Background: an optimization exercise with open tools, aiming at small area, a short achievable clock period and few clock cycles per item. Do not read the settings as production practice.
Function was checked by simulation only, so behaviour that the tests miss may differ from the original.
The clock port is modelled as an ideal driver, which makes a skipped or thinned clock tree look cheaper than it is; a real chip needs a root buffer or a tree.

run 1:
Design hilbert_curve_converter, start of the top module:
module hilbert_curve_converter (
   input  logic                        clock,
   input  logic                        reset,
   input  logic                        req_valid,
   output logic                        req_stall,
   input  logic [64:0]                 req_word,
   output logic                        rsp_valid,
   input  logic                        rsp_stall,
   output logic [63:0]                 rsp_word,
   input  logic                        csr_write_enable,
   input  logic [4:0]                  csr_write_data
);
   localparam int N  = hcc_pkg::MAX_ORDER;
   localparam int NP = N / 2;
   localparam int MW = hcc_pkg::MAP_W;
   localparam int NL = 5;                       
   logic [hcc_pkg::ORDER_W-1:0] order_ff;       
   logic [N-1:0]                lvl_mask;       
   logic                        take;           
   logic                        s1_take;        
   logic [N-1:0]                a_in, e_in;
   logic                        s1_valid_ff;
   logic                        s1_action_ff;   
   logic                        s1_action_n_ff;
   logic                        s1_act;         
   logic                        s1_act_b;
   logic [N-1:0]                s1_a_ff, s1_e_ff;
   logic [NP-1:0][MW-1:0]       pmap;           
   logic [NP-1:0][MW-1:0]       pre_in;         
   logic [NP-1:0][MW-1:0]       pre_out;        
   logic [NP-2:0][1:0]          pz_in;          
   logic [N-1:0]                ah_in;          
   logic                        rsp_valid_ff;
   logic                        rsp_act_x_ff;   
   logic                        rsp_act_y_ff;
   logic                        rsp_ix_hi_ff;   
   logic                        rsp_ix_lo_ff;
   logic [N-1:0]                rsp_a_ff, rsp_e_ff;
   logic [NL-1:0][1:0]          rsp_pz_ff;
   logic [2*NL-1:0]             st_u, st_c;     
   logic [2*NL-1:0]             st1_u, st1_c;   
  ...
==> flow/config.mk <==
export PLATFORM = sky130hd
export DESIGN_NAME = hilbert_curve_converter
export DESIGN_NICKNAME = hilbert_curve_converter
export VERILOG_FILES = /design/flow/design.v
export SDC_FILE = /design/flow/constraint.sdc
export NUM_CORES = 4
export LEC_CHECK = 0
export ABC_AREA = 1
export CAP_MARGIN = 20
export CORE_AREA = 2.3 2.72 121.9 122.4
export DIE_AREA = 0 0 124 124.5
export SETUP_SLACK_MARGIN = 2.2
export SLEW_MARGIN = 20
==> flow/constraint.sdc <==
create_clock -name core_clock -period 5.0 [get_ports {clock}]
set_input_delay 1.0000 -clock core_clock [delete_from_list [all_inputs] [get_ports {clock}]]
set_output_delay 1.0000 -clock core_clock [all_outputs]
set_load 0.01 [all_outputs]
standard.sh (not shown) runs the stock make flow with config.mk's settings and CLKGATE_MAP_FILE= SYNTH_SCRIPT=/design/flow/synth_recipe.tcl, a recipe that flattens the netlist after the stock synthesis.
==> flow/flow/run.sh <==
#!/bin/bash
# The standard layout, with two changes:
#  - the ports are buffered by the smallest buffer instead of the delay buffer
#    buffer_ports picks by default; every port still gets its own buffer;
#  - the clock tree is one level of four clkbuf_16 (flow/one_level_cts.tcl)
#    instead of TritonCTS's two-level H-tree.
set -euo pipefail
export BUFFER_PORTS_ARGS="-buffer_cell sky130_fd_sc_hd__buf_1"
export PRE_CTS_TCL="$(pwd)/flow/one_level_cts.tcl"
bash standard.sh finish > standard_flow.log 2>&1
Other scripts of this flow, unchanged in this note and not shown: flow/flow/one_level_cts.tcl
Testbench counts of run 1, summed over its fixed seeds: cycles 2,568, items 2,560.
Edits applied to the flow inputs when going from run 1 to run 5:
diff --git a/flow/design.v b/flow/design.v
--- a/flow/design.v
+++ b/flow/design.v
@@ -42,13 +42,12 @@
    input  logic                        csr_write_enable,
    input  logic [4:0]                  csr_write_data
 );
    localparam int N  = hcc_pkg::MAX_ORDER;
    localparam int NP = N / 2;
    localparam int MW = hcc_pkg::MAP_W;
-   localparam int NL = 5;                       
    logic [hcc_pkg::ORDER_W-1:0] order_ff;       
    logic [N-1:0]                lvl_mask;       
    logic                        take;           
    logic                        s1_take;        
    logic [N-1:0]                a_in, e_in;
    logic                        s1_valid_ff;
@@ -58,22 +57,21 @@
    logic                        s1_act_b;
    logic [N-1:0]                s1_a_ff, s1_e_ff;
    logic [NP-1:0][MW-1:0]       pmap;           
    logic [NP-1:0][MW-1:0]       pre_in;         
    logic [NP-1:0][MW-1:0]       pre_out;        
    logic [NP-2:0][1:0]          pz_in;          
-   logic [N-1:0]                ah_in;          
    logic                        rsp_valid_ff;
    logic                        rsp_act_x_ff;   
    logic                        rsp_act_y_ff;
    logic                        rsp_ix_hi_ff;   
    logic                        rsp_ix_lo_ff;
    logic [N-1:0]                rsp_a_ff, rsp_e_ff;
-   logic [NL-1:0][1:0]          rsp_pz_ff;
-   logic [2*NL-1:0]             st_u, st_c;     
-   logic [2*NL-1:0]             st1_u, st1_c;   
+   logic [NP-2:0][1:0]          rsp_pz_ff;
+   logic [N-1:0]                st_u, st_c;     
+   logic [N-1:0]                st1_u, st1_c;   
    function automatic logic [1:0] lvl_step(input logic act, input logic a, input logic e,
                                            input logic [1:0] z);
       logic u, c;
       u = z[1];
       c = z[0];
       if (act == hcc_pkg::ACT_TO_INDEX) begin
@@ -203,59 +201,43 @@
    assign pre_out[5] = p5_2;
    assign pre_out[6] = p6_2;
    assign pre_out[7] = p7_3;
    for (genvar j = 0; j < NP-1; j++) begin : g_pz
       assign pz_in[j] = {pre_out[NP-2-j][0], pre_out[NP-2-j][1]};
    end
-   for (genvar j = 0; j < NP; j++) begin : g_upper
-      if (j < NL) begin : g_lower
-         assign ah_in[2*j+1] = s1_a_ff[2*j+1];
-         assign ah_in[2*j]   = s1_a_ff[2*j];
-      end else begin : g_upper
-         logic [1:0] zs, zl;
-         if (j == NP-1) begin : g_top
-            assign zs = {order_ff[0], 1'b0};
-         end else begin : g_rest
-            assign zs = pz_in[j];
-         end
-         assign zl = lvl_step(s1_act_b, s1_a_ff[2*j+1], s1_e_ff[2*j+1], zs);
-         assign ah_in[2*j+1] = s1_a_ff[2*j+1] ^ zs[0] ^ ((zs[1] ^ zs[0]) & s1_e_ff[2*j+1]);
-         assign ah_in[2*j]   = s1_a_ff[2*j] ^ zl[0] ^ ((zl[1] ^ zl[0]) & s1_e_ff[2*j]);
-      end
-   end
    always_ff @(posedge clock) begin
       if (take) begin
          rsp_act_x_ff  <= s1_action_ff;
          rsp_act_y_ff  <= !s1_action_n_ff;
          rsp_ix_hi_ff  <= !s1_action_ff;
          rsp_ix_lo_ff  <= s1_action_n_ff;
-         rsp_a_ff      <= ah_in;
+         rsp_a_ff      <= s1_a_ff;
          rsp_e_ff      <= s1_e_ff;
-         rsp_pz_ff     <= pz_in[NL-1:0];
-      end
-   end
-   for (genvar j = 0; j < NL; j++) begin : g_state
+         rsp_pz_ff     <= pz_in;
+      end
+   end
+   for (genvar j = 0; j < NP; j++) begin : g_state
       logic [1:0] zs;
-      assign zs = rsp_pz_ff[j];
+      if (j == NP-1) begin : g_top
+         assign zs = {order_ff[0], 1'b0};
+      end else begin : g_rest
+         assign zs = rsp_pz_ff[j];
+      end
       assign {st_u[2*j+1], st_c[2*j+1]} = zs;
       assign {st_u[2*j], st_c[2*j]} =
          lvl_step(hcc_pkg::ACT_TO_INDEX, rsp_a_ff[2*j+1], rsp_e_ff[2*j+1], zs);
       assign {st1_u[2*j+1], st1_c[2*j+1]} = zs;
       assign {st1_u[2*j], st1_c[2*j]} =
          lvl_step(hcc_pkg::ACT_TO_COORDS, rsp_a_ff[2*j+1], rsp_e_ff[2*j+1], zs);
    end
    for (genvar s = 0; s < N; s++) begin : g_rsp
-      logic e, hi0, hi1;
-      assign e = rsp_e_ff[s];
-      if (s < 2*NL) begin : g_lower
-         assign hi0 = rsp_a_ff[s] ^ st_c[s] ^ ((st_u[s] ^ st_c[s]) & e);
-         assign hi1 = rsp_a_ff[s] ^ st1_c[s] ^ ((st1_u[s] ^ st1_c[s]) & e);
-      end else begin : g_upper
-         assign hi0 = rsp_a_ff[s];
-         assign hi1 = rsp_a_ff[s];
-      end
+      logic a, e, hi0, hi1;
+      assign a   = rsp_a_ff[s];
+      assign e   = rsp_e_ff[s];
+      assign hi0 = a ^ st_c[s] ^ ((st_u[s] ^ st_c[s]) & e);
+      assign hi1 = a ^ st1_c[s] ^ ((st1_u[s] ^ st1_c[s]) & e);
       assign rsp_word[32+2*s+1] = hi0 & rsp_ix_hi_ff;
       assign rsp_word[32+2*s]   = e & rsp_ix_lo_ff;
       assign rsp_word[16+s]     = hi1 & (rsp_act_x_ff == hcc_pkg::ACT_TO_COORDS);
       assign rsp_word[s]        = (hi1 ^ e) & (rsp_act_y_ff == hcc_pkg::ACT_TO_COORDS);
    end
    assign rsp_valid = rsp_valid_ff;
Findings:
Sort run 5 and run 1 by first-pass iteration count of the detailed router desc -> top: run 1. Comparing run 5 and run 1, sequential cell count is lower on run 1. Synthesized cell count was higher in run 5 than in run 1. The fraction of area in registers on run 1 is in line with that on run 5. NOTE: met2 routing resource usage after global routing in run 5 falls short of that of run 1. Cell count ends up higher on run 5. On adder and majority gate portion of the synthesized area, run 5 and run 1 are neck and neck. The hold slack of run 5 was inferior to that of run 1.
Testbench counts of run 5, summed over its fixed seeds: cycles 2,568, items 2,560.
In every run of this note, the design's own scripts or RTL, not TritonCTS, make the clock network.

[afterwards: timing with drivers on the ports]
The results above use ideal ports. As a check the final layouts listed here were re-extracted and re-timed, cells and wires unchanged. Step 1 assumes that a clkbuf_16 drives the clock port and a buf_2 every other input. Step 2 also shifts input and output timing later by t, the mid clock arrival at the registers, as if the neighbouring blocks saw the same clock. Three values: no drivers, after step 1, after step 2; two values: the first two.
run | shift t [ns] | setup slack, ns | pins driven straight from the clock port
run 1 | 0.240 | 2.206 / 2.206 / 2.206 | 4
run 5 | 0.235 | 2.243 / 2.158 / 2.259 | 4
After both steps every run listed still meets setup and hold.
